From an optimization exercise on the open Yosys and OpenROAD flow, aimed at small area, a short achievable clock period and few clock cycles per item; shortcuts taken in it are not production practice.
Where RTL was checked, it was by simulation tests only, not by an equivalence proof against the original.
Power is estimated from default activity; no workload was simulated.

Design uniform_grid_derivative, start of the top module:
module uniform_grid_derivative
(
    input  wire logic                       i_clk,
    input  wire logic                       i_rst_n,
    input  wire logic                       i_cfg_wr_en,
    input  wire logic [ugd_pkg::TOL_W-1:0]           i_cfg_wr_data,
    input  wire logic                       i_in_valid,
    output logic                            o_in_ready,
    input  wire logic signed [ugd_pkg::SAMPLE_W-1:0] i_voltage_sample,
    input  wire logic signed [ugd_pkg::SAMPLE_W-1:0] i_current_sample,
    input  wire logic                       i_sequence_end,
    output logic                            o_out_valid,
    input  wire logic                       i_out_ready,
    output logic signed [ugd_pkg::SAMPLE_W-1:0]      o_derivative,
    output logic [ugd_pkg::ERR_W-1:0]                o_error_code,
    output logic                            o_run_last
);
clock: 7.0 ns
lec_check: 0
cap_margin: 20
core_margin: 2
core_utilization: 60
setup_slack_margin: 2.5
slew_margin: 20
synth_hierarchical: 1
run.sh (not shown) runs the stock make flow with config.mk's settings and CLKGATE_MAP_FILE= SYNTH_SCRIPT=/design/flow/synth_recipe.tcl, a recipe that flattens the netlist after the stock synthesis.
Testbench counts at the start, summed over its fixed seeds: cycles 39,783, items 3,235.
==> next run, changes <==
--- a/flow/design.v
+++ b/flow/design.v
@@ -51,18 +51,50 @@
                     p[l+1][i] = p[l][i];
                 end
             end
         end
         for (int i = 1; i < M; i++) begin
             s[i-1] = p0[i] ^ g[L][i-1];
         end
     end
 endmodule
+module ugd_add_ks #(parameter int N = 35)
+(
+    input  wire logic [N-1:0] a,
+    input  wire logic [N-1:0] b,
+    input  wire logic         ci,
+    output logic      [N-1:0] s
+);
+    localparam int M = N + 1;                
+    localparam int L = $clog2(M);
+    logic [M-1:0] g [0:L];
+    logic [M-1:0] p [0:L];
+    logic [M-1:0] p0;
+    always_comb begin
+        g[0] = {a & b, ci};
+        p[0] = {a ^ b, 1'b0};
+        p0   = p[0];
+        for (int l = 0; l < L; l++) begin
+            for (int i = 0; i < M; i++) begin
+                if (i >= (1 << l)) begin
+                    g[l+1][i] = g[l][i] | (p[l][i] & g[l][i - (1 << l)]);
+                    p[l+1][i] = p[l][i] & p[l][i - (1 << l)];
+                end else begin
+                    g[l+1][i] = g[l][i];
+                    p[l+1][i] = p[l][i];
+                end
+            end
+        end
+        for (int i = 1; i < M; i++) begin
+            s[i-1] = p0[i] ^ g[L][i-1];
+        end
+    end
+endmodule
 module uniform_grid_derivative
 (
     input  wire logic                       i_clk,
     input  wire logic                       i_rst_n,
     input  wire logic                       i_cfg_wr_en,
     input  wire logic [ugd_pkg::TOL_W-1:0]           i_cfg_wr_data,
     input  wire logic                       i_in_valid,
     output logic                            o_in_ready,
     input  wire logic signed [ugd_pkg::SAMPLE_W-1:0] i_voltage_sample,
@@ -205,19 +237,19 @@
     assign dx   = dvs ^ {W{r_sub}};
     assign d2x  = (dvs << 1) ^ {W{r_sub}};
     always_comb begin
         for (int i = 0; i < W; i++) begin
             cs_s[i] = base2[i] ^ dx[i] ^ d2x[i];
             if (i > 0) cs_c[i] = (base2[i-1] & dx[i-1]) | (base2[i-1] & d2x[i-1]) | (dx[i-1] & d2x[i-1]);
         end
         cs_c[0] = r_sub;
     end
-    ugd_add #(.N(W)) u_t1 (.a({r_rem[W-2:0], r_q[31]}),          .b(dx),  .ci(r_sub), .s(t1));
+    ugd_add_ks #(.N(W)) u_t1 (.a({r_rem[W-2:0], r_q[31]}),          .b(dx),  .ci(r_sub), .s(t1));
     ugd_add #(.N(W)) u_ta (.a(base2), .b(dx),  .ci(r_sub), .s(ta));
     ugd_add #(.N(W)) u_tb (.a(cs_s), .b(cs_c), .ci(r_sub), .s(tb));
     assign sub2 = (t1[W-1] == r_h[32]);
     logic t2b;                               
     assign t2b  = (sub2 == r_sub);
     assign t2   = t2b ? tb : ta;
     assign qb1  = ~(t1[W-1] ^ r_dn);
     assign qb2  = ~(t2[W-1] ^ r_dn);
     assign rem_zero = (r_rem == '0);
The changed run passed the timing, DRC and antenna checks.
Via count rose by a few percent.
Final area rose slightly.
Hold slack hardly moves.
Fmax barely changes.
Worst setup slack barely changes.
Total power grows by a quarter to a third.
Wire length came out higher slightly.
Global-route usage barely changes.
Cell count is higher by a few percent.
Sequential power rises by a few percent.
Sequential share of layout area drops by 0.38 points.
Die area went up by a few percent.
Synthesized cell count rose by a few percent.
Synthesized area grows by a few percent.
Only the layout flow was run in the second run of this note; the RTL was not checked for function there.

[afterwards: timing with drivers on the ports]
The flow's constraints put no driver on any port. The routed layouts listed below were extracted and timed again, unchanged, in two steps. Step 1 assumes that a clkbuf_16 drives the clock port and a buf_2 every other input. Step 2 moves the port delays by t, midway between the first and last clock arrival at a register: inputs arrive t later, outputs are due t later. That takes back most of the time a late clock gives input paths. Three values: ideal, step 1, step 2; two values: the first two.
run	shift t [ns]	setup WS [ns]	hold slack, ns
the first run	0.641	2.473 / 2.473 / 1.879	0.447 / 0.447 / 0.447
the second run	0.649	2.472 / 2.472 / 1.922	0.446 / 0.446 / 0.446
After both steps every run listed still meets setup and hold. For the first run, which loses most, drivers alone change the setup slack by 0.000 ns; drivers and shift together by -0.594 ns.
